What follows belongs to an exercise in optimizing a design on an open flow for small area, a short achievable clock period and few clock cycles; a production flow would make more cautious choices. The RTL was checked by simulation tests, not by an equivalence proof against the original design.

== rev 12 ==
// radix_number_string_parser_unit
module radix_number_string_parser_unit #(
  parameter int VALUE_BITS    = 48,
  parameter int FRACTION_BITS = 16
) (
  input  logic                  clk_i,
  input  logic                  rst_ni,
  input  logic                  cfg_we_i,
  input  logic [5:0]            cfg_data_i,
  input  logic                  in_valid_i,
  output logic                  in_ready_o,
  input  logic [7:0]            char_code_i,
  input  logic                  is_last_i,
  output logic                  out_valid_o,
  input  logic                  out_ready_i,
  output logic [2:0]            status_o,
  output logic signed [VALUE_BITS-1:0] value_o
);
Size: about 370 flip-flops, about 73 I/O pins, roughly 0.037 mm^2 of cells after synthesis.
==> flow/config.mk <==
export PLATFORM = sky130hd
export DESIGN_NAME = radix_number_string_parser_unit
export DESIGN_NICKNAME = radix_number_string_parser_unit
export VERILOG_FILES = /design/flow/design.v
export SDC_FILE = /design/flow/constraint.sdc
export NUM_CORES = 4
export LEC_CHECK = 0
export ABC_CLOCK_PERIOD_IN_PS = 5000
export CAP_MARGIN = 20
export CORE_MARGIN = 2
export CORE_UTILIZATION = 50
export SETUP_SLACK_MARGIN = 4.6
export SLEW_MARGIN = 20
==> flow/constraint.sdc <==
create_clock -name core_clock -period 10.0 [get_ports {clk_i}]
set_input_delay 2.0000 -clock core_clock [delete_from_list [all_inputs] [get_ports {clk_i}]]
set_output_delay 2.0000 -clock core_clock [all_outputs]
set_load 0.01 [all_outputs]
run.sh (not shown) runs the stock make flow with config.mk's settings and CLKGATE_MAP_FILE= SYNTH_SCRIPT=/design/flow/synth_recipe.tcl, a recipe that flattens the netlist after the stock synthesis.
Testbench counts of rev 12, summed over its fixed seeds: cycles 5,608.
Input-level comparison between rev 13 and rev 12:
- a change of CORE_UTILIZATION from 50 to 60
- a change of SETUP_SLACK_MARGIN from 4.6 to 4.5
Results
- Rev 13 completed; timing, DRC and antenna clean
- Between rev 13 and rev 12, register share of the cell area is higher for rev 13, rev 12 comes in under that.
- Changes observed in rev 13 relative to rev 12: number of cells on the critical path higher; setup TNS stayed essentially flat; total met3 wirelength after detailed routing increased by 40% relative to the old numbers.
- In rev 13, initial standard-cell utilization of the core is higher than in rev 12.
- Layout overhead on the synthesized area (higher): rev 12

---

== juniper ==
Starting RTL as in the previous note.
Design radix_number_string_parser_unit, start of the top module:
module radix_number_string_parser_unit #(
  parameter int VALUE_BITS    = 48,
  parameter int FRACTION_BITS = 16
) (
  input  logic                  clk_i,
  input  logic                  rst_ni,
  input  logic                  cfg_we_i,
  input  logic [5:0]            cfg_data_i,
  input  logic                  in_valid_i,
  output logic                  in_ready_o,
  input  logic [7:0]            char_code_i,
  input  logic                  is_last_i,
  output logic                  out_valid_o,
  input  logic                  out_ready_i,
  output logic [2:0]            status_o,
  output logic signed [VALUE_BITS-1:0] value_o
);
  localparam logic [2:0] ST_OK   = 3'd0;
  localparam logic [2:0] ST_BAD  = 3'd1;
  localparam logic [2:0] ST_LATE = 3'd2;
  localparam logic [2:0] ST_TWOP = 3'd3;
  localparam logic [2:0] ST_OVF  = 3'd4;
  localparam logic [1:0] PH_NONE   = 2'd0;
  localparam logic [1:0] PH_DIGITS = 2'd1;
  localparam logic [1:0] PH_CLOSED = 2'd2;
  localparam logic [2:0] CK_IDLE = 3'd0;
  localparam logic [2:0] CK_DREC = 3'd1;
  localparam logic [2:0] CK_WAIT = 3'd2;
  localparam logic [2:0] CK_MUL  = 3'd3;
  localparam logic [2:0] CK_RES  = 3'd4;
  localparam logic [2:0] OP_ADD   = 3'd0;   
  localparam logic [2:0] OP_ADDHI = 3'd1;   
  localparam logic [2:0] OP_LOAD  = 3'd2;   
  localparam logic [2:0] OP_ZERO  = 3'd3;   
  localparam logic [2:0] OP_MUL   = 3'd4;   
  localparam logic [2:0] OP_MULHI = 3'd5;   
  localparam logic [2:0] OP_SWAP  = 3'd6;   
  ...
clock: 10.0 ns
lec_check: 0
abc_clock_period_in_ps: 5000
cap_margin: 20
core_margin: 2
core_utilization: 50
setup_slack_margin: 4.8
slew_margin: 20
juniper | status: complete | timing, DRC, antenna: pass
Testbench counts of juniper, summed over its fixed seeds: cycles 5,608.
### juniper -> tundra
diff --git a/flow/config.mk b/flow/config.mk
--- a/flow/config.mk
+++ b/flow/config.mk
@@ -12 +12 @@
-export SETUP_SLACK_MARGIN = 4.8
+export SETUP_SLACK_MARGIN = 4.4
==> run notes <==
Compared with juniper, tundra shows total number of vias that has gone down slightly. Compared with juniper, in tundra flip-flop and latch count now sits at about the same level, worst setup slack dropped 0.15 ns. Largest net degree at the start of global routing: tundra vs juniper up 23. Summary of the comparison: minimum clock period after layout is higher in tundra, relative to juniper. tundra vs. juniper: final-report setup violation count about even; share of the clock period used by the worst path after layout up 1.5 points; antenna diode instance count went down by 1. Looking at non-clock buffering overhead in the final layout, tundra sits 1.5 points lower than juniper does.
Here is what was changed in the inputs of willow compared with tundra.
diff --git a/flow/config.mk b/flow/config.mk
--- a/flow/config.mk
+++ b/flow/config.mk
@@ -12 +12,2 @@
-export SETUP_SLACK_MARGIN = 4.4
+export PLACE_DENSITY = 0.7
+export SETUP_SLACK_MARGIN = 4.5
@@ -13,0 +15 @@
+export TNS_END_PERCENT = 5
- Design area: tundra and willow compared, lower one is willow
- Delta (willow minus tundra): multi-input combinational area share comparable, critical path depth now larger, time the final worst path needs with I/O delays and setup now larger.
Input-level comparison between ember and willow:
diff --git a/flow/config.mk b/flow/config.mk
--- a/flow/config.mk
+++ b/flow/config.mk
@@ -13 +13 @@
-export SETUP_SLACK_MARGIN = 4.5
+export SETUP_SLACK_MARGIN = 4.4
@@ -15 +14,0 @@
-export TNS_END_PERCENT = 5
Results
- Both conditions hold for ember: the flow ran to the end and the final layout passed the timing, DRC and antenna checks.
- Status: sequential cell area parity (ember, willow)
- The beginning of the critical path comes out r_q[2] in one run and r_q[0] in the other, namely in willow and ember respectively.
- [compare] base=willow new=ember: wire length of the first global-routing pass was more or less identical; total inserted antenna cells barely changed; routed length on met1 rose by about 1.2%; non-clock buffer count rose by 10.
- Row longest individual stage delay on the worst path: ember lower / willow higher
- willow → ember: starting utilization of the core area was more or less identical, final critical-path setup slack saw an increase, area added between synthesis and finish higher.
- As far as worst hold path stage count goes, willow and ember are indistinguishable; the numbers are identical.

---

radix_number_string_parser_unit again, from the RTL that the note above started with.
## radix_number_string_parser_unit
module radix_number_string_parser_unit #(
  parameter int VALUE_BITS    = 48,
  parameter int FRACTION_BITS = 16
) (
  input  logic                  clk_i,
  input  logic                  rst_ni,
  input  logic                  cfg_we_i,
  input  logic [5:0]            cfg_data_i,
  input  logic                  in_valid_i,
  output logic                  in_ready_o,
  input  logic [7:0]            char_code_i,
  input  logic                  is_last_i,
  output logic                  out_valid_o,
  input  logic                  out_ready_i,
  output logic [2:0]            status_o,
  output logic signed [VALUE_BITS-1:0] value_o
);
clock: 10.0 ns
lec_check: 0
abc_clock_period_in_ps: 5000
cap_margin: 20
core_margin: 2
core_utilization: 40
setup_slack_margin: 4.5
slew_margin: 20
Testbench counts at the start, summed over its fixed seeds: cycles 5,608.
Next try:
- CORE_UTILIZATION: 40 -> 50
- GPL_ROUTABILITY_DRIVEN: unset -> 0
- PLACE_DENSITY: unset -> 0.7
Effect:
- global-route usage goes up by 3.9 points
- clock skew goes down by 9.4 ps
- synthesized cell count stays the same
- final cell count goes down by about 4%
- routed wire length goes down by about 5%
- maximum frequency barely changes
Next try:
- CORE_UTILIZATION: 50 -> 60
- GPL_ROUTABILITY_DRIVEN: 0 -> unset
- PLACE_DENSITY: 0.7 -> unset
- SETUP_SLACK_MARGIN: 4.5 -> 4.7
After rerunning: This time the run completed, yet does not pass: antenna violations. Worst setup slack improves by 23 ps. Global-route usage increases by 9.3 points. Count of clock-buffer cells in the layout increases by 3. Area after synthesis does not change. Utilization increases by 13 points. Wire length increases by 11%. Final cell count decreases by 1.8%. Final area increases by 3.0%.

==> static timing again, ports no longer ideal <==
How much do the figures lean on ideal ports? The routed layouts below were timed once more, with nothing changed but the port constraints. Step 1 sets driving cells, clkbuf_16 on the clock port and buf_2 on the other inputs (assumed; they add their load-dependent delay and slew). Step 2 adds t to the input delays and takes it off the output delays; t is the mean of the earliest and latest rising clock arrival at the registers after step 1. Input paths then give back, and output paths get back, about the clock's delay inside the block. Three values: no drivers, after step 1, after step 2; two values: the first two.
run | shift t [ns] | setup WS [ns] | worst hold slack (ns)
rev 12 | 0.671 | 4.630 / 4.630 / 4.177 | 0.445 / 0.445 / 0.445
rev 13 | 0.667 | 4.513 / 4.513 / 4.177 | 0.453 / 0.453 / 0.453
juniper | 0.655 | 4.691 / 4.691 / 4.332 | 0.453 / 0.453 / 0.453
tundra | 0.653 | 4.543 / 4.543 / 4.127 | 0.456 / 0.456 / 0.456
willow | 0.657 | 4.480 / 4.480 / 4.139 | 0.441 / 0.441 / 0.441
ember | 0.660 | 4.525 / 4.525 / 4.103 | 0.437 / 0.437 / 0.437
the first run of note 3 | 0.656 | 4.537 / 4.585 / 3.929 | 0.455 / 0.455 / 0.455
the second run of note 3 | 0.665 | 4.545 / 4.545 / 4.065 | 0.463 / 0.463 / 0.463
the third run of note 3 | 0.676 | 4.568 / 4.568 / 4.118 | 0.458 / 0.458 / 0.458
The setup slack of the first run of note 3, which loses most, moves by +0.048 ns with the drivers and by -0.608 ns with both steps.
